Background: an optimization exercise with open tools, aiming at small area, a short achievable clock period and few clock cycles per item. Do not read the settings as production practice.
RTL that was checked went through simulation tests only; none was proved equivalent to the original.
Only the layout flow was run in run 5; the RTL was not checked for function there.
Power and IR drop assume default switching activity.

==> design.v <==
`default_nettype none
`default_nettype wire
`default_nettype none
package t2_pkg;
    typedef logic [6-1:0]              zb_t;
    typedef logic [9-1:0]            pass_t;
    typedef logic [32-1:0]           field_t;
    typedef logic [6-1:0]          bit_cnt_t;
    typedef logic [$clog2(8)-1:0]      cb_coord_t;
    typedef logic [16-1:0]         pkt_index_t;
    typedef enum logic [2:0] {
        HDR_IDLE,
        HDR_SOP,
        HDR_INDEX,
        HDR_TAG,
        HDR_PASS,
        HDR_LAST_WAIT
    } hdr_state_t;
endpackage
`default_nettype wire
`timescale 1ns/1ps
`default_nettype none
module t2_header_top (
    input  logic                clk,
    input  logic                rst_n,
    input  logic                zb_valid_i,
    input  t2_pkg::zb_t         zb_data_i,
    output logic                zb_ready_o,
    input  logic                pass_valid_i,
    input  t2_pkg::pass_t       pass_data_i,
    output logic                pass_ready_o,
    output logic                hdr_valid_o,
    output logic                hdr_last_o,
    output t2_pkg::field_t      hdr_data_o,
    output t2_pkg::bit_cnt_t    hdr_bit_cnt_o,
    output logic                hdr_insert_zero_o,
    input  logic                hdr_ready_i
);
    localparam logic [2:0] F_SOP  = 3'd0;
    localparam logic [2:0] F_IDX  = 3'd1;
    localparam logic [2:0] F_CODE = 3'd2;
    localparam logic [2:0] F_ROOT = 3'd4;
    localparam logic [2:0] F_M4   = 3'd5;
    localparam logic [2:0] F_M2   = 3'd6;
    localparam logic [2:0] F_LEAF = 3'd7;
    function automatic logic lt6(input logic [5:0] a, input logic [5:0] b);
        logic r;
        r = 1'b0;
        for (int i = 0; i < 6; i++) r = (!a[i] && b[i]) || (!(a[i] ^ b[i]) && r);
        lt6 = r;
    endfunction
    logic        full_q;     
    logic        zr_q;       
    logic        acc;
    logic        in_v;       
    logic [5:0]  in_d;
    logic [6:0]  acnt;       
    logic [6:0]  rcnt;       
    logic [6:0]  rcnt_f;     
    logic [5:0]  rf   [8][8];
    logic [5:0]  m4   [4];
    logic [5:0]  root;
    assign zb_ready_o = zr_q;
    assign acc        = zb_valid_i && zr_q;
    assign rcnt_f     = {~rcnt[6], rcnt[5:0]};
    logic [6:0] acnt_p1;
    logic       lim0, lim1;
    assign acnt_p1 = acnt + 7'd1;
    assign lim0    = (acnt == rcnt_f);
    assign lim1    = (acnt_p1 == rcnt_f);
    always_ff @(posedge clk or negedge rst_n) begin
        if (!rst_n) begin
            full_q <= 1'b0;
            zr_q   <= 1'b0;
            in_v   <= 1'b0;
            acnt   <= '0;
        end else begin
            in_v <= acc;
            if (acc) acnt <= acnt_p1;
            full_q <= acc ? lim1 : lim0;
            zr_q   <= acc ? !lim1 : !lim0;
        end
    end
    always_ff @(posedge clk) begin
        in_d <= zb_data_i;
    end
    logic [7:0] row_oh, col_oh;
    logic [3:0] q_sel;
    logic       first_root, first_m4;
    always_ff @(posedge clk or negedge rst_n) begin
        if (!rst_n) begin
            row_oh <= 8'd1;
            col_oh <= 8'd1;
        end else if (in_v) begin
            col_oh <= {col_oh[6:0], col_oh[7]};
            if (col_oh[7]) row_oh <= {row_oh[6:0], row_oh[7]};
        end
    end
    for (genvar q = 0; q < 4; q++) begin : g_qsel
        assign q_sel[q] = (q[1] ? |row_oh[7:4] : |row_oh[3:0]) &&
                          (q[0] ? |col_oh[7:4] : |col_oh[3:0]);
    end
    assign first_root = row_oh[0] && col_oh[0];
    assign first_m4   = (row_oh[0] || row_oh[4]) && (col_oh[0] || col_oh[4]);
    always_ff @(posedge clk) begin
        for (int y = 0; y < 8; y++) begin
            for (int x = 0; x < 8; x++) begin
                if (in_v && row_oh[y] && col_oh[x]) rf[y][x] <= in_d;
            end
        end
    end
    always_ff @(posedge clk) begin
        if (in_v && (first_root || lt6(in_d, root))) root <= in_d;
        for (int q = 0; q < 4; q++) begin
            if (in_v && q_sel[q] && (first_m4 || lt6(in_d, m4[q]))) m4[q] <= in_d;
        end
    end
    logic        pb_v;
    logic [4:0]  pb_cls;     
    logic [6:0]  pb_off;     
    logic        pb_take;
    logic        pb_v_n;
    logic        pr_q;       
    logic [8:0]  pd3, pd6, pd37;
    assign pass_ready_o = pr_q;
    assign pb_take      = pass_valid_i && pr_q;
    assign pd3  = pass_data_i - 9'd3;
    assign pd6  = pass_data_i - 9'd6;
    assign pd37 = pass_data_i - 9'd37;
    always_ff @(posedge clk) begin
        if (pb_take) begin
            if (pass_data_i == 9'd1) begin
                pb_cls <= 5'b00001; pb_off <= 7'd0;
            end else if (pass_data_i == 9'd2) begin
                pb_cls <= 5'b00010; pb_off <= 7'd0;
            end else if (pass_data_i <= 9'd5) begin
                pb_cls <= 5'b00100; pb_off <= {5'd0, pd3[1:0]};
            end else if (pass_data_i <= 9'd36) begin
                pb_cls <= 5'b01000; pb_off <= {2'd0, pd6[4:0]};
            end else begin
                pb_cls <= 5'b10000; pb_off <= pd37[6:0];
            end
        end
    end
    logic [15:0] code_d;
    logic [5:0]  code_b;
    assign code_d = ({16{pb_cls[4]}} & 16'hff80) | ({16{pb_cls[3]}} & 16'h01e0) |
                    ({16{pb_cls[2]}} & 16'h000c) | ({16{pb_cls[1]}} & 16'h0002) |
                    {9'd0, pb_off};
    assign code_b = ({6{pb_cls[0]}} & 6'd1) | ({6{pb_cls[1]}} & 6'd2) |
                    ({6{pb_cls[2]}} & 6'd4) | ({6{pb_cls[3]}} & 6'd9) |
                    ({6{pb_cls[4]}} & 6'd16);
    logic [15:0] g_oh;        
    logic        yb;          
    logic        g_last;      
    logic [5:0]  grp_q [4];
    logic [5:0]  leaf_b;
    logic [5:0]  m2_nx, m4_nx, leaf_nx;
    logic [5:0]  blk;
    assign blk = rcnt[5:0];
    assign g_last = g_oh[3] || g_oh[7] || g_oh[11] || g_oh[15];
    always_ff @(posedge clk) begin
        for (int w = 0; w < 4; w++) begin
            logic [5:0] v;
            v = '0;
            for (int g = 0; g < 16; g++) begin
                v = v | ({6{g_oh[g]}} & rf[2 * (g / 4) + w / 2][2 * (g % 4) + w % 2]);
            end
            grp_q[w] <= v;
        end
    end
    logic ab, ac, ad, bc, bd, cd;
    logic sa, sb, sc;
    logic [5:0] min4;
    assign ab = !lt6(grp_q[1], grp_q[0]);
    assign ac = !lt6(grp_q[2], grp_q[0]);
    assign ad = !lt6(grp_q[3], grp_q[0]);
    assign bc = !lt6(grp_q[2], grp_q[1]);
    assign bd = !lt6(grp_q[3], grp_q[1]);
    assign cd = !lt6(grp_q[3], grp_q[2]);
    assign sa = ab && ac && ad;
    assign sb = !ab && bc && bd;
    assign sc = !ac && !bc && cd;
    always_comb begin
        if (sa)      min4 = grp_q[0];
        else if (sb) min4 = grp_q[1];
        else if (sc) min4 = grp_q[2];
        else         min4 = grp_q[3];
    end
    always_ff @(posedge clk) begin
        m2_nx   <= min4;
        m4_nx   <= m4[{blk[5], blk[2]}];
        leaf_nx <= blk[0] ? leaf_b : grp_q[{blk[3], 1'b0}];
    end
    logic [2:0]  ft;          
    logic [15:0] pkt_idx;
    logic        pkt_inc;     
    logic        adv;         
    logic        sop_a, sop_b, sop_c, sop_d;
    logic [15:0] dat_q;
    logic        ld_en, avail, ld;
    logic        begun_q;
    logic [2:0]  ft_nb;       
    always_comb begin
        case (ft)
            F_SOP:   avail = begun_q;    
            F_ROOT:  avail = full_q && !in_v;     
            F_CODE:  avail = pb_v;
            default: avail = 1'b1;
        endcase
    end
    assign ld_en = !hdr_valid_o || hdr_ready_i;
    assign ld    = ld_en && avail;
    always_comb begin
        pb_v_n = pb_v;
        if (pb_take) pb_v_n = 1'b1;
        else if (ld && ft == F_CODE) pb_v_n = 1'b0;
    end
    logic [5:0] tag;
    always_comb begin
        case (ft[1:0])
            2'd0:    tag = root;
            2'd1:    tag = m4_nx;
            2'd2:    tag = m2_nx;
            default: tag = leaf_nx;
        endcase
    end
    logic [6:0] rcnt_p1;
    logic [5:0] nb;
    logic [2:0] ft_blk;
    assign rcnt_p1 = rcnt + 7'd1;
    assign nb      = rcnt_p1[5:0];
    always_comb begin
        if (nb == 6'd0)                                 ft_blk = F_SOP;
        else if (nb[4:3] == 2'b00 && nb[1:0] == 2'b00) ft_blk = F_M4;
        else if (!nb[3] && !nb[0])                      ft_blk = F_M2;
        else                                            ft_blk = F_LEAF;
    end
    always_ff @(posedge clk or negedge rst_n) begin
        if (!rst_n) begin
            hdr_valid_o <= 1'b0;
            ft          <= F_SOP;
            rcnt        <= '0;
            g_oh        <= 16'd1;
            yb          <= 1'b0;
            pkt_idx     <= '0;
            pkt_inc     <= 1'b0;
            adv         <= 1'b0;
            pb_v        <= 1'b0;
            pr_q        <= 1'b0;
            begun_q     <= 1'b0;
            ft_nb       <= F_SOP;
        end else begin
            begun_q <= (acnt != rcnt) || acc;
            if (ld_en) hdr_valid_o <= avail;
            pb_v <= pb_v_n;
            pr_q <= !pb_v_n;
            pkt_inc <= ld && ft == F_IDX;
            adv     <= ld && ft == F_LEAF && !blk[0];
            if (pkt_inc) pkt_idx <= pkt_idx + 16'd1;
            if (adv) begin
                if (g_last && !yb) g_oh <= {g_oh[2:0], g_oh[15:3]};
                else               g_oh <= {g_oh[14:0], g_oh[15]};
                if (g_last) yb <= !yb;
            end
            if (ld) begin
                case (ft)
                    F_SOP:  ft <= F_IDX;
                    F_IDX:  ft <= F_ROOT;
                    F_ROOT: ft <= F_M4;
                    F_M4:   ft <= F_M2;
                    F_M2:   ft <= F_LEAF;
                    F_LEAF: begin
                        ft    <= F_CODE;
                        rcnt  <= rcnt_p1;
                        ft_nb <= ft_blk;
                    end
                    default: ft <= ft_nb;
                endcase
            end
        end
    end
    always_ff @(posedge clk) begin
        if (!blk[0]) leaf_b <= grp_q[{blk[3], 1'b1}];
        if (ld)    sop_a <= (ft == F_SOP);
        if (ld_en) sop_b <= avail && (ft == F_SOP);
        sop_c <= ld ? (ft == F_SOP) : (sop_c && hdr_valid_o);
        sop_d <= ld ? (ft == F_SOP) : (sop_d && !(hdr_valid_o && hdr_ready_i));
        if (ld) begin
            case (ft)
                F_SOP: begin
                    dat_q             <= 16'h0004;
                    hdr_bit_cnt_o     <= 6'd32;
                    hdr_insert_zero_o <= 1'b0;
                    hdr_last_o        <= 1'b0;
                end
                F_IDX: begin
                    dat_q             <= pkt_idx;
                    hdr_bit_cnt_o     <= 6'd16;
                    hdr_insert_zero_o <= 1'b0;
                    hdr_last_o        <= 1'b0;
                end
                F_CODE: begin
                    dat_q             <= code_d;
                    hdr_bit_cnt_o     <= code_b;
                    hdr_insert_zero_o <= 1'b0;
                    hdr_last_o        <= (ft_nb == F_SOP);
                end
                default: begin
                    dat_q             <= {10'd0, tag};
                    hdr_bit_cnt_o     <= tag + 6'd1;
                    hdr_insert_zero_o <= 1'b1;
                    hdr_last_o        <= 1'b0;
                end
            endcase
        end
    end
    assign hdr_data_o = {{3{sop_a}}, {3{sop_b}}, {3{sop_c}}, 2'b00, sop_d, 3'b000, sop_d, dat_q};
endmodule
`default_nettype wire
==> run.sh <==
#!/bin/bash
# synth_recipe.tcl (not shown) runs the flow's synth.tcl, then flattens the netlist and writes it again
# the make line also repeats each setting of config.mk as NAME=value (left out here)
make -C /OpenROAD-flow-scripts/flow DESIGN_CONFIG=/design/flow/config.mk WORK_HOME=/design/flow/orfs CLKGATE_MAP_FILE= SYNTH_SCRIPT=/design/flow/synth_recipe.tcl finish
==> config.mk <==
export PLATFORM = sky130hd
export DESIGN_NAME = t2_header_top
export DESIGN_NICKNAME = t2_header_top
export VERILOG_FILES = /design/flow/design.v
export SDC_FILE = /design/flow/constraint.sdc
export NUM_CORES = 4
export LEC_CHECK = 0
export CAP_MARGIN = 20
export CORE_MARGIN = 2
export CORE_UTILIZATION = 55
export CTS_CLUSTER_DIAMETER = 80
export CTS_CLUSTER_SIZE = 25
export SETUP_SLACK_MARGIN = 3.3
export SLEW_MARGIN = 20
==> constraint.sdc <==
create_clock -name core_clock -period 5.5 [get_ports {clk}]
set_input_delay 1.1000 -clock core_clock [delete_from_list [all_inputs] [get_ports {clk}]]
set_output_delay 1.1000 -clock core_clock [all_outputs]
set_load 0.01 [all_outputs]
==> results of run 1 <==
==> routing by layer <==
layer	track usage [%]	share of wire [%]	up-vias
met2	45.9	50	453
met3	2.86	5.6	80
met5	0	0	-
met4	7.04	2.3	0
li1	-	-	6209
met1	38.2	42	7061
==> sequential cells by signal (all words and copies together), names as in the netlist, 7 cells and up, named ones only <==
| signal | cells |
|---|---|
| rf | 384 |
| grp_q | 24 |
| m4 | 24 |
| dat_q | 16 |
| g_oh | 16 |
| pkt_idx | 16 |
| col_oh | 8 |
| row_oh | 8 |
| acnt | 7 |
| pb_off | 7 |
| rcnt | 7 |
==> report_power, final <==
group | internal (mW) | switching, mW
Sequential | 5.13 | 0.539
Clock | 1.03 | 1.39
Combinational | 0.941 | 1.44
==> cells in the final DEF, fill, tap and decap left out, types with 11 or more instances in the layout <==
cell,instances
sky130_fd_sc_hd__edfxtp_1,458
sky130_fd_sc_hd__a22o_1,99
sky130_fd_sc_hd__a221oi_1,97
sky130_fd_sc_hd__and3_1,72
sky130_fd_sc_hd__dfrtp_1,65
sky130_fd_sc_hd__nand2_1,59
sky130_fd_sc_hd__nor2_1,59
sky130_fd_sc_hd__ha_1,52
sky130_fd_sc_hd__a21oi_1,48
sky130_fd_sc_hd__buf_4,44
sky130_fd_sc_hd__xnor2_1,38
sky130_fd_sc_hd__nand4_1,34
sky130_fd_sc_hd__buf_2,33
sky130_fd_sc_hd__mux2i_1,29
sky130_fd_sc_hd__clkbuf_16,29
sky130_fd_sc_hd__dfxtp_1,25
sky130_fd_sc_hd__o21ai_0,24
sky130_fd_sc_hd__inv_1,23
sky130_fd_sc_hd__nand3_1,20
sky130_fd_sc_hd__o21ai_1,18
sky130_fd_sc_hd__dfxtp_4,16
sky130_fd_sc_hd__a21o_1,15
sky130_fd_sc_hd__clkbuf_1,15
sky130_fd_sc_hd__o21a_1,14
sky130_fd_sc_hd__clkdlybuf4s50_1,14
sky130_fd_sc_hd__ha_4,13
sky130_fd_sc_hd__mux4_2,12
sky130_fd_sc_hd__xor2_1,12
sky130_fd_sc_hd__buf_6,12
sky130_fd_sc_hd__inv_2,11
==> worst min path at each step <==
stage / slack (ns) / cells past startpoint / from / endpoint
CTS: 0.32 / 1 / rst_n / full_q$_DFF_PN0_
finish: 0.34 / 1 / rst_n / pr_q$_DFF_PN0_
detailed placement: 0.44 / 2 / leaf_b[2]$_DFFE_PN_ / leaf_nx[2]$_DFF_P_
global route: 0.34 / 1 / rst_n / full_q$_DFF_PN0_
floorplan: 0.43 / 2 / leaf_b[0]$_DFFE_PN_ / leaf_nx[0]$_DFF_P_
global placement: 0.44 / 2 / leaf_b[4]$_DFFE_PN_ / leaf_nx[4]$_DFF_P_
==> cells by family (layout without fill, tap and decap cells) <==
kind of cell    count (synthesis)  in the layout  share of synthesized area [%]
other cells                     1              5                         0.0159
compound gates                363            363                           11.6
simple gates                  302            303                           6.84
buf+inv                       149            200                           2.64
mux                            52             52                           2.90
flops                         586            586                           70.7
fa+ha+maj                      65             65                           3.44
xor+xnor                       50             50                           1.85
==> final cells by class <==
cell class | instances | area, µm² | area share [%]
clock buffer | 45 | 796 | 3.05
clock inverter | 8 | 77.6 | 0.298
inverter | 39 | 176 | 0.677
multi-input combinational | 838 | 6680 | 25.6
sequential | 586 | 16800 | 64.5
tap | 539 | 674 | 2.59
timing repair buffer | 108 | 863 | 3.31
==> metrics by stage <==
step | util [%] | instances | area (µm²) | hold WS [ns]
2_1_floorplan | - | 1572 | 23700 | 0.428
3_3_place_gp | 58.5 | 2082 | 24700 | 0.439
3_5_place_dp | 58.5 | 2082 | 24700 | 0.441
4_1_cts | 61.1 | 2156 | 25800 | 0.321
5_1_grt | 61.7 | 2163 | 26100 | 0.337
6_report | 61.7 | 2163 | 26100 | 0.344
==> critical path, cell delays in order, from the launching register on <==
cell and delay [ns]:
sky130_fd_sc_hd__edfxtp_1 0.41, sky130_fd_sc_hd__buf_6 0.14, sky130_fd_sc_hd__buf_6 0.11
==> repair_timing <==
item | 4_1_cts | 5_1_grt
endpoints found under the setup margin | 141 | 106
gates cloned | 1 | 0
resized for setup | 226 | 48
setup buffers | 20 | 7
pin swaps | 13 | 20
==> impl_results.md, run 1 <==
- Outcome: timing/DRC/antenna clean
- Overall overflow remaining after global route: 0
- Critical Path End Type: primary output
- Count of warnings emitted by yosys: 4
- Required arrival time at the worst endpoint: 4.40 ns
- Hold buffer count at cts: 0
- Yosys reg bits: 586
- Element type at the critical path start: flip-flop
- Wire length reported by the detailed router: 60.2 mm
- Remaining DRCs: 0
- Count of endpoints failing hold in the final timing report: 0
- Clock tree from TritonCTS: yes
- Number of fill cells in the layout: between 3000 and 4000
- Area growth syn-to-layout: 10.3%
- GRT Total Usage: 27.2%
- First-pass GRT wire length: 89.4 mm
- Final ANT Viol Nets: 0
- Remaining max-slew budget at the tightest pin: 33.7%
- Final worst-path cycle share: around 43%
- Average footprint of a synthesized cell: 15.1 µm²
- Final WS setup: between 3 and 4 ns
- Area enclosed by the die boundary: 0.0447 mm²
- Worst Max-Slew Pin Slew: roughly 1 ns
- Number of iterations in the first detailed-routing pass: 7
- Reg clk slew, reported paths: ~0.10 ns
- Gate Count Post-Synth: 1568
- Number of setup violations in the final report: 0
- Library cell occupying the most area in the post-synthesis netlist: sky130_fd_sc_hd__edfxtp_1
- Post-placement setup slack: between 2 and 2.5 ns
- Pleak: 9.53 nW
- Crit path max fanout: 2
- Logic depth of the worst register-to-register path: 9
- Worst EP arrival: 1.27 ns
- FF-to-FF setup slack: 3.19 ns
- Dominant register cell in the synthesized netlist: sky130_fd_sc_hd__edfxtp_1
- Count of H-tree levels built during CTS: 1
- Maximum number of pins on one net before global-route repair: 71
- R2r endpoint: m4[0][0]$_DFFE_PP_
- Die Height: 211 µm
- R2r startpoint: in_d[1]$_DFF_P_
- Number of violations reported at the end of detailed-routing iteration 0: 1492
- Net count reported at finish: roughly 1700
- Cell variety after synth: 63
- Share of synthesized flip-flops with an asynchronous set or reset: 13.3%
- Floorplan Core Area: ~0.042 mm²
- Via count of the first global-routing pass: about 14000
- Power, Total: ~10 mW
- Worst supply voltage drop on vdd: 379 µV
- Initial Utilization: between 50 and 60%
- Power density over the cells: 402 mW/mm²
- Antenna diode count: 0
- Endpoint of the most critical setup path: hdr_data_o[31]
- I/O pins: between 60 and 70
- Horizontal die dimension: ~210 µm
- Setup Total Neg Slack: 0 ns
- Sequential cell area fraction in the yosys report: 70.7%
- Total number of vias: between 10000 and 15000
- Clock insertion delay at the later pin of the skew report: 0.61 ns
- Most common library cells after synthesis: sky130_fd_sc_hd__edfxtp_1 (458), sky130_fd_sc_hd__a221oi_1 (102), sky130_fd_sc_hd__a22o_1 (99), sky130_fd_sc_hd__clkbuf_1 (85), sky130_fd_sc_hd__dfrtp_1 (75)
- Fin Clk Skew: between 0.03 and 0.04 ns
- Total clock buffers created by CTS: 29
- # port buffers: 57
- Final routed wire length divided by cell count: 27.8 µm
- Buffer depth of the longest clock path: 3
- Fraction of layout cells with a size suffix above 1: between 15 and 20%
- Post-synthesis instance area: approximately 0.024 mm²
- Min cycle time layout: 2.37 ns
- Library cell used as clock root buffer: sky130_fd_sc_hd__clkbuf_16
- Floorplan row count: 75
- Initial antenna violation count: 0
- Share of Yosys cell area claimed by the top area cell type: 58.2%
- Number of synthesized flops with an enable pin: 458
- WS Path Type: flip-flop to primary output
- F_max: 422 MHz
- Top cells by area, synth: sky130_fd_sc_hd__edfxtp_1 (58%), sky130_fd_sc_hd__dfrtp_1 (7.9%), sky130_fd_sc_hd__dfxtp_1 (4.2%), sky130_fd_sc_hd__a221oi_1 (3.8%), sky130_fd_sc_hd__a22o_1 (3.7%)
- Clock Sink Count: 586
- Last weighted congestion value of the routability-driven placer: 0.835
- Setup repair after global routing missed its margin: true
- Max Cap Viol: 0
- Final HPWL DP: 37.5 mm
- Count of pins over their slew limit: 0
- Most common cell in the synthesized netlist: sky130_fd_sc_hd__edfxtp_1
- Worst Setup SP: sop_a$_DFFE_PP_
- Avg Vias per Cell: 6.38
- Min-delay worst type: primary input to async pin
Testbench counts, summed over its fixed seeds: cycles 10,184, packets 64.
==> run 2, diff against run 1 <==
--- a/config.mk
+++ b/config.mk
@@ -5,10 +5,11 @@
 export SDC_FILE = /design/flow/constraint.sdc
 export NUM_CORES = 4
 export LEC_CHECK = 0
+export ABC_AREA = 1
 export CAP_MARGIN = 20
 export CORE_MARGIN = 2
 export CORE_UTILIZATION = 55
 export CTS_CLUSTER_DIAMETER = 80
 export CTS_CLUSTER_SIZE = 25
-export SETUP_SLACK_MARGIN = 3.3
+export SETUP_SLACK_MARGIN = 3.2
 export SLEW_MARGIN = 20
==> run 2 against run 1 <==
Still clean on timing, DRC and antenna. Design area rose by 1.1%. Global-route usage down 1.0 points. Sequential share of layout area decreased by 0.96 points. Die area increased by 1.2%. Clock-buffer cell count is 3 higher. Worst setup slack improved by 0.10 ns. Critical endpoint is now zb_ready_o. Highest routed layer is now met5.
==> impl_results.md, run 2 <==
- Outcome: timing/DRC/antenna clean
- Yosys reg bits: 586
- Antenna diode count: 0
- Post-synthesis instance area: 0.0239 mm²
- Max Cap Viol: 0
- Synthesized-area fraction occupied by adder cells: roughly 3.4%
- Clock Power Share: 30.7%
- Number of iterations in the first detailed-routing pass: 7
- Final HPWL DP: 37.8 mm
- Number of standard cells in the layout, taps in and fillers out: 2598
- Fraction of layout cells with a size suffix above 1: 11.0%
- Area growth syn-to-layout: 10.2%
- F_max: ~440 MHz
- Last weighted congestion value of the routability-driven placer: 0.858
- Most common cell in the synthesized netlist: sky130_fd_sc_hd__edfxtp_1
- Cell variety after synth: 56
- Count of endpoints failing hold in the final timing report: 0
- Leading cell type in the layout, fill and taps excluded: sky130_fd_sc_hd__edfxtp_1
- Reg clk slew, reported paths: approximately 0.090 ns
- Sequential cell area fraction in the yosys report: 69.9%
- Hold buffer count at cts: 0
- Worst Max-Slew Pin Slew: just over 0.8 ns
- Worst EP arrival: 1.17 ns
- GRT Total Usage: 26.2%
- Power density over the cells: 353 mW/mm²
- Min cycle time layout: 2.27 ns
- Register with the most flip-flops: rf
- Pleak: between 9 and 10 nW
- Wire length reported by the detailed router: 57.2 mm
- Combinational family with the most area after synthesis: simple AND/OR/NAND/NOR gates
- Final ANT Viol Nets: 0
- Number of buffer and inverter instances along the worst setup path: 1
- Library cell occupying the most area in the post-synthesis netlist: sky130_fd_sc_hd__edfxtp_1
- Cell count after placement: 2528
- Fraction of power spent switching nets: a little over a quarter
- Commonest cells after routing, fill and taps aside: sky130_fd_sc_hd__edfxtp_1 (458), sky130_fd_sc_hd__nand2_1 (429), sky130_fd_sc_hd__inv_1 (131), sky130_fd_sc_hd__nor2_1 (109), sky130_fd_sc_hd__o21ai_0 (84)
- Fraction of synthesized area in multiplexers: 0%
- Part of the power in combinational logic: 12.4%
- Fin Clk Skew: 0.0295 ns
- Top flop regs: rf x384, grp_q x24, m4 x24
- Net count reported at finish: 2072
- Number of violations reported at the end of detailed-routing iteration 0: 1350
- I/O pins: 63
- Average footprint of a synthesized cell: 12.3 µm²
- Number of fill cells in the layout: 3388
- Synthesized-area fraction occupied by ao, oa, aoi and oai cells: 7.76%
- Total clock buffers created by CTS: 35
- Overall overflow remaining after global route: 0
- Initial antenna violation count: 1
- Floorplan row count: 76
- Count of H-tree levels built during CTS: 2
- Internal Dissipation: between 6 and 7 mW
- Floorplan Core Area: approximately 0.043 mm²
- Top cells by area, synth: sky130_fd_sc_hd__edfxtp_1 (57%), sky130_fd_sc_hd__dfrtp_1 (7.8%), sky130_fd_sc_hd__nand2_1 (6.8%), sky130_fd_sc_hd__dfxtp_1 (4.2%), sky130_fd_sc_hd__ha_1 (3.4%)
- Setup repair after global routing missed its margin: true
- Worst supply voltage drop on vdd: between 200 and 300 µV
- Remaining DRCs: 0
- XOR/XNOR Fraction of Synth Area: under 10%
- Required arrival time at the worst endpoint: about 4.4 ns
- Clock insertion delay at the later pin of the skew report: 0.58 ns
- Number of setup violations in the final report: 0
- Critical Path End Type: primary output
- Sequential share of power: a little under three fifths
- Clock tree from TritonCTS: yes
- Post-synthesis share of cell area spent on and, or, nand and nor gates: 13.3%
- Horizontal die dimension: 213 µm
- Dominant register cell in the synthesized netlist: sky130_fd_sc_hd__edfxtp_1
- Peak per-stage delay on the critical path: between 0.3 and 0.4 ns
- Die Height: 213 µm
- Critical path's slowest cell: sky130_fd_sc_hd__dfrtp_1
- CP cell instances: clkdlybuf4s15_2
- Remaining max-slew budget at the tightest pin: 43.3%
- Via count of the first global-routing pass: about 15000
- Min-delay worst type: flip-flop to flip-flop
- Most common library cells after synthesis: sky130_fd_sc_hd__edfxtp_1 (458), sky130_fd_sc_hd__nand2_1 (432), sky130_fd_sc_hd__inv_1 (136), sky130_fd_sc_hd__nor2_1 (122), sky130_fd_sc_hd__o21ai_0 (86)
- Final worst-path cycle share: 41.2%
- Number of synthesized flops with an enable pin: 458
- Library cell used as clock root buffer: sky130_fd_sc_hd__clkbuf_16
- Buffer depth of the longest clock path: 3
- Clock Sink Count: 586
- Total number of vias: 14800
- Maximum number of pins on one net before global-route repair: 71
- Share of synthesized flip-flops with an asynchronous set or reset: 13.3%
- Critical path's top delay family: flip-flops
- Area enclosed by the die boundary: about 0.045 mm²
- # port buffers: 57
- Psw: 2.46 mW
- Count of pins over their slew limit: 0
- Avg Vias per Cell: 5.69
- Share of the core filled with cells: 61.3%
- Count of warnings emitted by yosys: 4
- Initial Utilization: 55.7%
- Gate Count Post-Synth: between 1500 and 2000
- Crit path max fanout: 2
- Max FFs per register: 384
- Share of Yosys cell area claimed by the top area cell type: 57.5%
- Element type at the critical path start: flip-flop
- WS Path Type: flip-flop to primary output
- First-pass GRT wire length: 87.5 mm
- Setup Total Neg Slack: 0 ns
- Final routed wire length divided by cell count: roughly 22 µm
[run 2: kinds of logic after synthesis]
kind of cell               Yosys count
AOI/OAI and AO/OA                  279
buffers and inverters              240
other                                1
and+or+nand+nor                    727
DFF                                586
adders and majority gates           65
xor gates and xnor gates            40
[run 2: area by class of cell]
cell class | count | area, µm² | area share (%)
sequential | 586 | 16700 | 63.5
tap | 585 | 732 | 2.78
timing repair buffer | 92 | 693 | 2.63
inverter | 156 | 629 | 2.39
multi-input combinational | 1116 | 6400 | 24.3
clock buffer | 48 | 987 | 3.75
clock inverter | 15 | 176 | 0.669
[run 2: path summary, 6_finish.rpt]
| kind | startpoint | to | slack, ns | depth (start not counted) |
|---|---|---|---|---|
| min | rf[21][0]$_DFFE_PP_ | grp_q[1][0]$_DFF_P_ | 0.47 | 2 |
| max reg2reg | in_d[1]$_DFF_P_ | root[0]$_DFFE_PP_ | 3.32 | 8 |
| min reg2reg | rf[21][0]$_DFFE_PP_ | grp_q[1][0]$_DFF_P_ | 0.47 | 2 |
| max | zr_q$_DFF_PN0_ | zb_ready_o | 3.23 | 1 |
| max in group asynchronous | rst_n | in_v$_DFF_PN0_ | 3.96 | 2 |
| min in group asynchronous | rst_n | acnt[0]$_DFFE_PN0P_ | 0.48 | 1 |
[run 2: stage by stage]
stage	cell area (µm²)	setup slack, ns	hold WS [ns]	power (mW)
finish	26400	3.23	0.469	9.32
global route	26400	3.14	0.498	9.72
CTS	26300	3.08	0.473	9.44
detailed placement	25100	2.09	0.451	6.66
global placement	25100	2.10	0.448	6.62
floorplan	24000	3.08	0.434	6.17
[run 2: timing repair]
item / CTS / global route
setup buffers: 3 / 4
endpoints found under the setup margin: 131 / 436
resized for setup: 132 / 66
pin swaps: 0 / 5
[run 2: power by group through the flow]
stage	registers (mW)	logic (mW)	clock network, mW
after floorplan	5.37	0.795	0
after global placement	5.40	1.22	0
after detailed placement	5.41	1.25	0
after CTS	5.31	1.22	2.92
after global routing	5.34	1.31	3.08
final	5.30	1.16	2.86
[run 2: routing by layer]
metal	global-route usage [%]	vias up	share of wire (%)
met5	0	-	0.028
met4	9.14	2	2.9
met3	4.18	91	5.7
met2	42.6	424	48
met1	36.1	7341	43
li1	-	6937	-
==> run 3, diff against run 2 <==
--- a/design.v
+++ b/design.v
@@ -44,9 +44,16 @@
     localparam logic [2:0] F_M2   = 3'd6;
     localparam logic [2:0] F_LEAF = 3'd7;
     function automatic logic lt6(input logic [5:0] a, input logic [5:0] b);
-        logic r;
-        r = 1'b0;
-        for (int i = 0; i < 6; i++) r = (!a[i] && b[i]) || (!(a[i] ^ b[i]) && r);
+        logic [5:0] g, e;
+        logic       r, eq;
+        g  = ~a & b;
+        e  = ~(a ^ b);
+        r  = 1'b0;
+        eq = 1'b1;
+        for (int i = 5; i >= 0; i--) begin
+            r  = r | (eq & g[i]);
+            eq = eq & e[i];
+        end
         lt6 = r;
     endfunction
     logic        full_q;     
==> run 3 against run 2 <==
Clock skew down 0.0060 ns. Clock-buffer cell count down 3. Synthesized cell count up 3.4%. Clock power down 7%. Critical path depth up 1. Global-route usage up 0.50 points. Sequential share of layout area up 0.11 points. Maximum frequency down 4.0%. Area after synthesis up 0.77%. Power up 31%. Largest cell class unchanged. Largest power group unchanged. Highest routed layer unchanged.
==> impl_results.md, run 3 <==
- WS Path Type: flip-flop to primary output
- Outcome: timing/DRC/antenna clean
- Number of fill cells in the layout: 3549
- Sequential cell area fraction in the yosys report: 69.3%
- Max Cap Viol: 0
- First-pass GRT wire length: ~90 mm
- Maximum number of pins on one net before global-route repair: between 70 and 80
- Setup Total Neg Slack: 0 ns
- Reg clk slew, reported paths: 0.09 ns
- Area growth syn-to-layout: 9.24%
- Remaining DRCs: 0
- Worst EP arrival: between 1 and 1.5 ns
- Horizontal die dimension: 213 µm
- Gate Count Post-Synth: 2003
- Min cycle time layout: 2.36 ns
- Library cell used as clock root buffer: sky130_fd_sc_hd__clkbuf_16
- Post-synthesis instance area: between 0.02 and 0.025 mm²
- Crit path max fanout: 2
- Fraction of layout cells with a size suffix above 1: between 10% and 20%
- Last weighted congestion value of the routability-driven placer: 0.888
- Final worst-path cycle share: 43.0%
- Register with the most flip-flops: rf
- Number of standard cells in the layout, taps in and fillers out: 2658
- Count of H-tree levels built during CTS: 1
- Pleak: 9.86 nW
- Cell count after placement: 2588
- Required arrival time at the worst endpoint: 4.40 ns
- Internal Dissipation: 7.73 mW
- Min-delay worst type: flip-flop to flip-flop
- Clock tree from TritonCTS: yes
- Power density over the cells: between 400 and 500 mW/mm²
- Initial antenna violation count: 4
- Cell variety after synth: 56
- Fraction of power spent switching nets: 36.7%
- Worst Max-Slew Pin Slew: 1.07 ns
- Part of the power in combinational logic: 29.8%
- Final WS setup: ~3.1 ns
- Clock Power Share: 21.9%
- Logic depth of the worst register-to-register path: 9
- Most common cell in the synthesized netlist: sky130_fd_sc_hd__nand2_1
- Max FFs per register: between 300 and 400
- Sequential share of power: 48.3%
- GRT Total Usage: 26.7%
- Number of setup violations in the final report: 0
- Share of Yosys cell area claimed by the top area cell type: 57.1%
- Setup repair after global routing missed its margin: true
- F_max: 423 MHz
- Buffer depth of the longest clock path: 3
- Overall overflow remaining after global route: 0
- Floorplan row count: 76
- Floorplan Core Area: around 0.043 mm²
- Leading cell type in the layout, fill and taps excluded: sky130_fd_sc_hd__nand2_1
- Psw: 4.48 mW
- Top flop regs: rf x384, grp_q x24, m4 x24
- Remaining max-slew budget at the tightest pin: 29.0%
- Worst supply voltage drop on vdd: 346 µV
- Clock Sink Count: 586
- Average footprint of a synthesized cell: 12.0 µm²
- Area used by multi-input combinational logic: between 0.006 and 0.007 mm²
- Final routed wire length divided by cell count: around 23 µm
- Number of synthesized flops with an enable pin: 458
- Via count of the first global-routing pass: 14600
- Yosys reg bits: about 600
- Most common library cells after synthesis: sky130_fd_sc_hd__nand2_1 (470), sky130_fd_sc_hd__edfxtp_1 (458), sky130_fd_sc_hd__nor2_1 (169), sky130_fd_sc_hd__inv_1 (130), sky130_fd_sc_hd__nand3_1 (92)
- Final HPWL DP: 39.7 mm
- Commonest cells after routing, fill and taps aside: sky130_fd_sc_hd__nand2_1 (467), sky130_fd_sc_hd__edfxtp_1 (458), sky130_fd_sc_hd__nor2_1 (133), sky130_fd_sc_hd__inv_1 (128), sky130_fd_sc_hd__nand3_1 (90)
- Wire length reported by the detailed router: between 60 and 70 mm
- Area enclosed by the die boundary: 0.0455 mm²
- Dominant register cell in the synthesized netlist: sky130_fd_sc_hd__edfxtp_1
- Post-placement setup slack: 2.33 ns
- Net count reported at finish: 2133
- Total clock buffers created by CTS: 30
- I/O pins: 63
- Final ANT Viol Nets: 0
- Footprint of the flip-flops and latches: roughly 0.017 mm²
- Count of pins over their slew limit: 0
- Die Height: 213 µm
- Element type at the critical path start: flip-flop
- Initial Utilization: 55.8%
- Clock insertion delay at the later pin of the skew report: around 0.62 ns
- Number of violations reported at the end of detailed-routing iteration 0: approximately 1400
- Count of warnings emitted by yosys: 4
- Library cell occupying the most area in the post-synthesis netlist: sky130_fd_sc_hd__edfxtp_1
- Count of endpoints failing hold in the final timing report: 0
- Top cells by area, synth: sky130_fd_sc_hd__edfxtp_1 (57%), sky130_fd_sc_hd__dfrtp_1 (7.8%), sky130_fd_sc_hd__nand2_1 (7.3%), sky130_fd_sc_hd__dfxtp_1 (4.2%), sky130_fd_sc_hd__ha_1 (3.4%)
- Critical Path End Type: primary output
- Number of iterations in the first detailed-routing pass: 5
- Fin Clk Skew: around 0.023 ns
- Avg Vias per Cell: roughly 5.7
- # port buffers: 57
- Share of synthesized flip-flops with an asynchronous set or reset: 13.3%
- Total number of vias: 15200
- WHS Path Cells: 2
## run 3: repair_timing
item | CTS | global route
pin swaps | 1 | 2
gates resized for setup | 188 | 44
hold buffers | 0 | 0
setup endpoints to repair | 277 | 404
buffers inserted | 5 | 8
## run 3: stage by stage
step | instance area [µm²] | utilization [%] | total power [mW] | hold slack, ns
after detailed placement | 25200 | 58.4 | 9.64 | 0.456
after CTS | 26200 | 60.6 | 12.2 | 0.478
after floorplan | 24100 | - | 8.16 | 0.437
final | 26300 | 61.0 | 12.2 | 0.477
after global routing | 26300 | 61.0 | 12.9 | 0.502
after global placement | 25200 | 58.4 | 9.58 | 0.454
## run 3: power by group through the flow
stage | sequential, mW | clock, mW | combinational (mW)
floorplan | 5.62 | 0 | 2.54
global placement | 5.99 | 0 | 3.59
detailed placement | 5.99 | 0 | 3.65
CTS | 5.89 | 2.70 | 3.58
global route | 5.94 | 2.86 | 4.08
finish | 5.89 | 2.67 | 3.64
## run 3: layout make-up
cell class | count | share of cell area (%)
flip-flops and latches | 586 | 63.6
multi-input cells | 1184 | 24.9
clock buffers | 45 | 3.26
well taps | 585 | 2.78
repair buffers | 94 | 2.59
inverters | 152 | 2.25
clock inverters | 11 | 0.627
diodes | 1 | 0.00950
## run 3: critical path: stages (launching register included)
cell	delay (ns)
sky130_fd_sc_hd__edfxtp_1	0.41
sky130_fd_sc_hd__buf_6	0.14
sky130_fd_sc_hd__buf_6	0.11
## run 3: final timing paths
path,from,to,slack [ns]
max,sop_b$_DFFE_PN_,hdr_data_o[28],3.14
min,rf[21][2]$_DFFE_PP_,grp_q[1][2]$_DFF_P_,0.48
max reg2reg,in_d[4]$_DFF_P_,m4[0][1]$_DFFE_PP_,3.31
min reg2reg,rf[21][2]$_DFFE_PP_,grp_q[1][2]$_DFF_P_,0.48
max in group asynchronous,rst_n,row_oh[0]$_DFFE_PN1P_,4.09
min in group asynchronous,rst_n,acnt[2]$_DFFE_PN0P_,0.49
## run 3: logic make-up (layout without fill, tap and decap cells)
logic type               after synthesis  after routing  synth area share, %
AND/OR/NAND/NOR                      836            836                 14.9
flip-flops                           586            586                 69.3
AO/OA/AOI/OAI                        238            238                 6.82
buffers and inverters                237            302                 4.15
adder cells (fa/ha/maj)               65             65                 3.37
XOR/XNOR                              40             40                 1.45
other                                  1              6               0.0156
## run 3: per-layer routing
layer	global-route usage, %	routed length, µm	up-vias
li1	-	-	7142
met2	45.2	29300	513
met5	0	10	-
met4	7.54	1800	2
met3	3.44	3900	115
met1	36.6	25400	7391
Testbench counts of run 3, summed over its fixed seeds: cycles 10,184, packets 64.
==> run 4, diff against run 3 <==
--- a/config.mk
+++ b/config.mk
@@ -5,11 +5,10 @@
 export SDC_FILE = /design/flow/constraint.sdc
 export NUM_CORES = 4
 export LEC_CHECK = 0
-export ABC_AREA = 1
 export CAP_MARGIN = 20
 export CORE_MARGIN = 2
 export CORE_UTILIZATION = 55
 export CTS_CLUSTER_DIAMETER = 80
 export CTS_CLUSTER_SIZE = 25
-export SETUP_SLACK_MARGIN = 3.2
+export SETUP_SLACK_MARGIN = 3.3
 export SLEW_MARGIN = 20
==> run 4 against run 3 <==
Synthesized cell count decreased by 22%. Sequential power down 0.7%. Via count fell by 8.9%. Highest routed layer is now met4.
==> impl_results.md, run 4 <==
- Remaining DRCs: 0
- Buffer depth of the longest clock path: 3
- Register with the most flip-flops: rf
- Number of setup violations in the final report: 0
- Final non-filler cell area: approximately 0.026 mm²
- Overall overflow remaining after global route: 0
- Setup repair after global routing missed its margin: true
- Min-delay worst type: flip-flop to flip-flop
- Element type at the critical path start: flip-flop
- Cell count after placement: 2078
- Library cell used as clock root buffer: sky130_fd_sc_hd__clkbuf_16
- Initial antenna violation count: 1
- Power density over the cells: roughly 430 mW/mm²
- Share of synthesized flip-flops with an asynchronous set or reset: 13.3%
- Top cells by area, synth: sky130_fd_sc_hd__edfxtp_1 (58%), sky130_fd_sc_hd__dfrtp_1 (7.9%), sky130_fd_sc_hd__dfxtp_1 (4.2%), sky130_fd_sc_hd__a22o_1 (3.8%), sky130_fd_sc_hd__a221oi_1 (3.6%)
- R2r startpoint: rcnt[3]$_DFFE_PN0P_
- WS Path Type: flip-flop to primary output
- Fin Clk Skew: 0.0170 ns
- Min cycle time layout: between 2 and 2.5 ns
- Die Height: 211 µm
- Clock insertion delay at the later pin of the skew report: 0.60 ns
- Total number of vias: 13800
- Yosys reg bits: 586
- FF-to-FF setup slack: 3.37 ns
- Most common library cells after synthesis: sky130_fd_sc_hd__edfxtp_1 (458), sky130_fd_sc_hd__a22o_1 (102), sky130_fd_sc_hd__a221oi_1 (98), sky130_fd_sc_hd__dfrtp_1 (75), sky130_fd_sc_hd__and3_1 (71)
- Dominant register cell in the synthesized netlist: sky130_fd_sc_hd__edfxtp_1
- Pleak: 9.78 nW
- Gate Count Post-Synth: 1556
- GRT Total Usage: 26.9%
- Setup Total Neg Slack: 0 ns
- F_max: 437 MHz
- Most common cell in the synthesized netlist: sky130_fd_sc_hd__edfxtp_1
- Final worst-path cycle share: 41.6%
- Required arrival time at the worst endpoint: 4.40 ns
- Number of iterations in the first detailed-routing pass: 6
- Number of synthesized flops with an enable pin: 458
- Average footprint of a synthesized cell: 15.2 µm²
- Last weighted congestion value of the routability-driven placer: 0.893
- Final ANT Viol Nets: 0
- Share of Yosys cell area claimed by the top area cell type: roughly three fifths
- Library cell occupying the most area in the post-synthesis netlist: sky130_fd_sc_hd__edfxtp_1
- Horizontal die dimension: around 210 µm
- Commonest cells after routing, fill and taps aside: sky130_fd_sc_hd__edfxtp_1 (458), sky130_fd_sc_hd__a22o_1 (102), sky130_fd_sc_hd__a221oi_1 (97), sky130_fd_sc_hd__and3_1 (71), sky130_fd_sc_hd__ha_1 (63)
- Remaining max-slew budget at the tightest pin: 40.4%
- First-pass GRT wire length: 88.4 mm
- Via count of the first global-routing pass: 13700
- Fraction of layout cells with a size suffix above 1: between 10% and 20%
- Avg Vias per Cell: 6.40
- Clock Sink Count: 586
- Hold worst-path end: leaf_nx[1]$_DFF_P_
- Sequential cell area fraction in the yosys report: 70.6%
- Floorplan row count: 76
- Count of endpoints failing hold in the final timing report: 0
- Count of H-tree levels built during CTS: 1
- DP Area: 0.0248 mm²
- Reg clk slew, reported paths: 0.10 ns
- Final HPWL DP: 37.9 mm
- Worst supply voltage drop on vdd: about 320 µV
- I/O pins: 63
- Worst Max-Slew Pin Slew: roughly 0.89 ns
- Top flop regs: rf x384, grp_q x24, m4 x24
- Outcome: timing/DRC/antenna clean
- Post-synthesis instance area: approximately 0.024 mm²
- Antenna diode count: 0
- Number of violations reported at the end of detailed-routing iteration 0: between 1000 and 1500
- Initial Utilization: 55.3%
- Crit path max fanout: 3
- Critical Path End Type: primary output
- Cell variety after synth: 62
- WHS Path Cells: 2
- Count of pins over their slew limit: 0
- Worst EP arrival: 1.19 ns
- Max Cap Viol: 0
- Leading cell type in the layout, fill and taps excluded: sky130_fd_sc_hd__edfxtp_1
- Net count reported at finish: 1674
- Final routed wire length divided by cell count: 27.7 µm
- R2r endpoint: zr_q$_DFF_PN0_
- Area enclosed by the die boundary: 0.0447 mm²
- Clock tree from TritonCTS: yes
- # port buffers: 57
- Number of standard cells in the layout, taps in and fillers out: 2158
- Count of warnings emitted by yosys: 4
- Wire length reported by the detailed router: between 50 and 60 mm
- Fin Hold WS: 0.462 ns
- Max FFs per register: 384
- Total clock buffers created by CTS: 29
- Floorplan Core Area: 0.0428 mm²
- Area growth syn-to-layout: 9.41%
- HP Start: leaf_b[1]$_DFFE_PN_
- Maximum number of pins on one net before global-route repair: 70
- Logic depth of the worst register-to-register path: 4
-- run 4: cell count changes in the layout (fill, tap and decap cells not counted), moves of 23 or more --
cell,before,now
sky130_fd_sc_hd__inv_1,128,36
sky130_fd_sc_hd__nand4_1,53,30
sky130_fd_sc_hd__xnor2_1,10,36
sky130_fd_sc_hd__nor2_2,42,4
sky130_fd_sc_hd__nand3_1,90,28
sky130_fd_sc_hd__a221oi_1,62,97
sky130_fd_sc_hd__a22o_1,20,102
sky130_fd_sc_hd__nor2_1,133,44
sky130_fd_sc_hd__and3_1,2,71
sky130_fd_sc_hd__mux2i_1,0,30
sky130_fd_sc_hd__nand2_1,467,57
-- run 4: worst max path at each step --
stage / from / end / slack (ns)
finish: sop_c$_DFF_P_ / hdr_data_o[23] / 3.21
global route: sop_b$_DFFE_PN_ / hdr_data_o[26] / 3.18
CTS: hdr_valid_o$_DFFE_PN0N_ / hdr_valid_o / 3.12
detailed placement: pass_data_i[1] / pb_off[4]$_SDFFCE_PP0P_ / 2.26
global placement: pass_data_i[1] / pb_off[4]$_SDFFCE_PP0P_ / 2.27
floorplan: pass_data_i[1] / pb_off[4]$_SDFFCE_PP0P_ / 3.11
-- run 4: logic make-up (layout without fill, tap and decap cells) --
group / Yosys count / in the layout / synth area share (%)
flip-flops: 586 / 586 / 70.6
adder cells (fa/ha/maj): 65 / 65 / 3.43
AO/OA/AOI/OAI: 358 / 358 / 11.7
buffers and inverters: 150 / 202 / 2.70
XOR/XNOR: 49 / 49 / 1.81
AND/OR/NAND/NOR: 292 / 292 / 6.61
multiplexers: 55 / 55 / 3.12
other: 1 / 5 / 0.0158
-- run 4: routing by layer --
layer | track usage [%] | wire [µm] | up-vias
met4 | 7.43 | 1720 | 0
met2 | 45.4 | 29500 | 495
met1 | 37.1 | 25100 | 7048
li1 | - | - | 6169
met3 | 3.13 | 3480 | 98
met5 | 0 | 0 | -
-- run 4: cell type report --
class | count | area (µm²)
Fill cell | 3267 | 16900
Sequential cell | 586 | 16800
Multi-Input combinational cell | 824 | 6490
Clock buffer | 43 | 852
Timing Repair Buffer | 107 | 822
Tap cell | 546 | 683
Inverter | 40 | 180
Clock inverter | 11 | 106
Timing Repair inverter | 1 | 8.76
-- run 4: timing repair --
action / CTS / global route
setup buffers: 12 / 13
resized for setup: 187 / 40
cloned: 0 / 1
pin swaps: 6 / 10
endpoints found under the setup margin: 94 / 102
hold buffers: 0 / 0
-- run 4: where the power goes --
part,leakage (nW),switching [mW],internal (mW),total (mW)
combinational,3.79,1.60,1.14,2.74
clock,0.481,1.39,1.15,2.54
sequential,5.51,0.677,5.17,5.85
-- run 4: critical path, cell delays in order, from the launching register on --
cell	delay (ns)
sky130_fd_sc_hd__dfxtp_2	0.36
sky130_fd_sc_hd__buf_6	0.12
sky130_fd_sc_hd__buf_6	0.11
-- run 4: through the flow --
| stage | util [%] | setup slack, ns | power [mW] |
|---|---|---|---|
| 3_3_place_gp | 57.9 | 2.27 | 8.63 |
| 3_5_place_dp | 57.9 | 2.26 | 8.67 |
| 4_1_cts | 60.1 | 3.12 | 11.1 |
| 2_1_floorplan | - | 3.11 | 7.50 |
| 6_report | 60.5 | 3.21 | 11.1 |
| 5_1_grt | 60.5 | 3.18 | 11.6 |
==> run 5, diff against run 4 <==
--- a/design.v
+++ b/design.v
@@ -203,7 +203,7 @@
     logic [15:0] pkt_idx;
     logic        pkt_inc;     
     logic        adv;         
-    logic        sop_a, sop_b, sop_c, sop_d;
+    logic        sop_a, sop_b, sop_c, sop_d, sop_e, sop_f;
     logic [15:0] dat_q;
     logic        ld_en, avail, ld;
     logic        begun_q;
@@ -293,6 +293,8 @@
         if (ld_en) sop_b <= avail && (ft == F_SOP);
         sop_c <= ld ? (ft == F_SOP) : (sop_c && hdr_valid_o);
         sop_d <= ld ? (ft == F_SOP) : (sop_d && !(hdr_valid_o && hdr_ready_i));
+        sop_e <= ld ? (ft == F_SOP) : (sop_e || ld_en);
+        sop_f <= ld ? (ft == F_SOP) : (sop_f || !hdr_valid_o);
         if (ld) begin
             case (ft)
                 F_SOP: begin
@@ -322,6 +324,7 @@
             endcase
         end
     end
-    assign hdr_data_o = {{3{sop_a}}, {3{sop_b}}, {3{sop_c}}, 2'b00, sop_d, 3'b000, sop_d, dat_q};
+    assign hdr_data_o = {{2{sop_a}}, {2{sop_b}}, {2{sop_c}}, {2{sop_d}}, sop_e, 2'b00, sop_e,
+                         3'b000, sop_f, dat_q};
 endmodule
 `default_nettype wire
==> run 5 against run 4 <==
Design area up 0.37%. Still clean. Highest routed layer unchanged. Routed wire length up 0.97%. Critical endpoint is now hdr_data_o[29]. Global-route usage up 0.26 points. Via count up 0.81%.
==> impl_results.md, run 5 <==
- Outcome: timing/DRC/antenna clean
- Power, Total: 11.5 mW
- Clock Sink Count: 588
- Share of Yosys cell area claimed by the top area cell type: roughly 58%
- # port buffers: 57
- Area used by multi-input combinational logic: between 0.006 and 0.007 mm²
- Number of setup violations in the final report: 0
- Reg clk slew, reported paths: approximately 0.10 ns
- Element type at the critical path start: flip-flop
- Power density over the cells: 441 mW/mm²
- Worst Max-Slew Pin Slew: 0.919 ns
- Count of endpoints failing hold in the final timing report: 0
- HP Start: leaf_b[2]$_DFFE_PN_
- Buffer depth of the longest clock path: 3
- Logic depth of the worst register-to-register path: 4
- Clock tree from TritonCTS: yes
- Antenna diode count: 0
- Psw: 3.77 mW
- Average footprint of a synthesized cell: 15.1 µm²
- Peak per-stage delay on the critical path: 0.43 ns
- Max FFs per register: approximately 380
- Worst EP arrival: 1.20 ns
- Min cycle time layout: around 2.3 ns
- Library cell occupying the most area in the post-synthesis netlist: sky130_fd_sc_hd__edfxtp_1
- Share of synthesized flip-flops with an asynchronous set or reset: 13.3%
- Maximum number of pins on one net before global-route repair: 79
- Setup repair after global routing missed its margin: true
- Count of pins over their slew limit: 0
- Number of synthesized flops with an enable pin: 458
- Total number of vias: 13900
- Remaining max-slew budget at the tightest pin: 38.8%
- DP Area: roughly 0.025 mm²
- Dominant register cell in the synthesized netlist: sky130_fd_sc_hd__edfxtp_1
- Critical Path End Type: primary output
- Number of iterations in the first detailed-routing pass: 6
- First-pass GRT wire length: 88.8 mm
- F_max: 436 MHz
- Pleak: 9.61 nW
- Post-synthesis instance area: 0.0237 mm²
- Area growth syn-to-layout: 9.55%
- Part of the power in combinational logic: 27.0%
- Final HPWL DP: between 30 and 40 mm
- WS Path Type: flip-flop to primary output
- Most common cell in the synthesized netlist: sky130_fd_sc_hd__edfxtp_1
- Via count of the first global-routing pass: 13500
- Top flop regs: rf x384, grp_q x24, m4 x24
- Area enclosed by the die boundary: 0.0448 mm²
- Final ANT Viol Nets: 0
- R2r startpoint: g_oh[10]$_DFFE_PN0P_
- Overall overflow remaining after global route: 0
- Die Height: 212 µm
- Horizontal die dimension: ~210 µm
- Critical path's top delay family: flip-flops
- Sequential cell area fraction in the yosys report: a little over two thirds
- Sequential share of power: 51.8%
- Footprint of the flip-flops and latches: 0.0168 mm²
- Met2 Use GR: 47.6%
- Setup Total Neg Slack: 0 ns
- Required arrival time at the worst endpoint: about 4.4 ns
- Net count reported at finish: 1689
- Clock Power Share: a little over a fifth
- Number of buffer and inverter instances along the worst setup path: 1
- Final non-filler cell area: 0.0260 mm²
- Register with the most flip-flops: rf
- Initial antenna violation count: 2
- Fraction of layout cells with a size suffix above 1: 15.1%
- Floorplan row count: 76
- Final routed wire length divided by cell count: 27.8 µm
- Max Cap Viol: 0
- Fraction of met3 tracks used by global routing: ~2.7%
- GRT Total Usage: 27.1%
- Internal Dissipation: approximately 7.7 mW
- Fin Clk Skew: about 0.019 ns
- Initial Utilization: a little under three fifths
- Avg Vias per Cell: about 6.4
- Library cell used as clock root buffer: sky130_fd_sc_hd__clkbuf_16
- Top cells by area, synth: sky130_fd_sc_hd__edfxtp_1 (58%), sky130_fd_sc_hd__dfrtp_1 (7.9%), sky130_fd_sc_hd__dfxtp_1 (4.4%), sky130_fd_sc_hd__a22o_1 (3.8%), sky130_fd_sc_hd__a221oi_1 (3.6%)
- Fraction of power spent switching nets: 32.8%
- Floorplan Core Area: roughly 0.043 mm²
- Leading cell type in the layout, fill and taps excluded: sky130_fd_sc_hd__edfxtp_1
- FF-to-FF setup slack: 3.34 ns
- GRT met1 Usage: 36.4%
- Hold worst-path end: leaf_nx[2]$_DFF_P_
- Count of cell instances traversed by the critical path: 1
- Worst supply voltage drop on vdd: about 270 µV
- I/O pins: 63
- Critical path's slowest cell: sky130_fd_sc_hd__edfxtp_1
- Crit path max fanout: 2
- Cell variety after synth: 67
- Number of violations reported at the end of detailed-routing iteration 0: roughly 1400
- Final worst-path cycle share: 41.7%
- Commonest cells after routing, fill and taps aside: sky130_fd_sc_hd__edfxtp_1 (458), sky130_fd_sc_hd__a22o_1 (102), sky130_fd_sc_hd__a221oi_1 (96), sky130_fd_sc_hd__and3_1 (68), sky130_fd_sc_hd__nand2_1 (66)
- Last weighted congestion value of the routability-driven placer: 0.892
- Min-delay worst type: flip-flop to flip-flop
- Yosys reg bits: 588
- Number of fill cells in the layout: 3252
- R2r endpoint: grp_q[0][1]$_DFF_P_
- Most common library cells after synthesis: sky130_fd_sc_hd__edfxtp_1 (458), sky130_fd_sc_hd__a22o_1 (102), sky130_fd_sc_hd__a221oi_1 (97), sky130_fd_sc_hd__clkbuf_1 (76), sky130_fd_sc_hd__dfrtp_1 (75)
- WHS Path Cells: 2
- CP cell instances: buf_2
- Count of warnings emitted by yosys: 4
- Gate Count Post-Synth: 1570
- Wire length reported by the detailed router: 60.4 mm
- Total clock buffers created by CTS: 28
- Count of H-tree levels built during CTS: 1
- Global route hottest layer: met2
- Clock insertion delay at the later pin of the skew report: ~0.61 ns
- Remaining DRCs: 0
==> run 5: cell count changes after synthesis, moves of 4 or more <==
cell,change
sky130_fd_sc_hd__nand2b_1,-4
sky130_fd_sc_hd__buf_1,-4
sky130_fd_sc_hd__mux4_2,+6
sky130_fd_sc_hd__nand2_1,+8
sky130_fd_sc_hd__clkbuf_1,+8
sky130_fd_sc_hd__xor2_1,+4
sky130_fd_sc_hd__nand3_1,-9
sky130_fd_sc_hd__mux4_1,-6
==> run 5: final cells by class <==
cell class	instances	share of cell area, %
Clock inverter	6	0.274
Tap cell	546	2.63
Multi-Input combinational cell	830	25.2
Sequential cell	588	64.7
Clock buffer	46	3.07
Timing Repair Buffer	114	3.49
Inverter	42	0.674
==> run 5: per-layer routing <==
metal / up-vias / wire (µm)
li1: 6193 / -
met1: 7150 / 24800
met2: 492 / 30500
met3: 87 / 3520
met4: 0 / 1620
met5: - / 0
==> run 5: worst max-delay path by stage <==
stage                     from                      end
2_1_floorplan   pass_data_i[1]  pb_off[4]$_SDFFCE_PP0P_
3_3_place_gp    pass_data_i[1]  pb_off[4]$_SDFFCE_PP0P_
3_5_place_dp    pass_data_i[1]  pb_off[4]$_SDFFCE_PP0P_
4_1_cts          sop_e$_DFF_P_           hdr_data_o[20]
5_1_grt        sop_b$_DFFE_PN_           hdr_data_o[28]
6_report       sop_b$_DFFE_PN_           hdr_data_o[29]
==> run 5: cell families after synthesis <==
logic type               count (synthesis)  share of synthesized area (%)
AND/OR/NAND/NOR                        292                           6.59
flip-flops                             588                           70.6
buffers and inverters                  157                           2.84
adder cells (fa/ha/maj)                 65                           3.43
AO/OA/AOI/OAI                          364                           11.8
XOR/XNOR                                52                           1.92
other                                    1                         0.0158
multiplexers                            51                           2.84
==> run 5: power groups by stage <==
stage	combinational (mW)	sequential, mW	clock, mW
after CTS	3.00	5.93	2.46
after global placement	2.90	6.04	0
after detailed placement	2.93	6.04	0
final	3.10	5.95	2.42
after floorplan	2.21	5.56	0
after global routing	3.38	6.00	2.61
==> run 5: worst reg2reg max path: stages, from the launching register on <==
cell and delay, ns:
sky130_fd_sc_hd__dfrtp_1 0.64, sky130_fd_sc_hd__buf_4 0.35, sky130_fd_sc_hd__a22o_1 0.22, sky130_fd_sc_hd__a221oi_1 0.46, sky130_fd_sc_hd__nand4_1 0.29
==> run 5: what timing repair did <==
item / CTS / global route
pin swaps: 9 / 9
endpoints found under the setup margin: 131 / 114
hold buffers: 0 / 0
gates resized for setup: 198 / 52
cloned: 2 / 0
setup buffers: 19 / 13
hold endpoints to repair: 0 / 0
==> run 5: stage by stage <==
step / std cells / utilization (%) / setup slack [ns] / hold slack, ns
floorplan: 1574 / - / 3.11 / 0.422
global placement: 2086 / 57.9 / 2.26 / 0.432
detailed placement: 2086 / 57.9 / 2.28 / 0.432
global route: 2172 / 60.8 / 3.17 / 0.476
CTS: 2159 / 60.2 / 3.11 / 0.456
finish: 2172 / 60.8 / 3.20 / 0.457

separate check: timing with driven ports:
The results above use ideal ports. As a check the final layouts listed here were re-extracted and re-timed, cells and wires unchanged.
Step 1 assumes that a clkbuf_16 drives the clock port and a buf_2 every other input.
Step 2 also shifts input and output timing later by t, the mid clock arrival at the registers, as if the neighbouring blocks saw the same clock.
a / b / c = no drivers / after step 1 / after step 2; a / b = the first two.
run | shift t [ns] | setup WS [ns] | hold slack, ns | cell pins on the clock port's net
run 1 | 0.656 | 3.132 / 3.074 / 2.678 | 0.344 / 0.310 / 0.450 | 1
run 2 | 0.623 | 3.231 / 3.173 / 2.688 | 0.469 / 0.451 / 0.469 | 1
run 3 | 0.668 | 3.136 / 3.080 / 2.631 | 0.477 / 0.463 / 0.477 | 1
run 4 | 0.657 | 3.214 / 3.154 / 2.746 | 0.462 / 0.451 / 0.462 | 1
run 5 | 0.657 | 3.204 / 3.147 / 2.794 | 0.457 / 0.457 / 0.457 | 1
After both steps setup and hold are still met in every run listed. The setup slack of run 2, which loses most, moves by -0.058 ns with the drivers and by -0.543 ns with both steps.
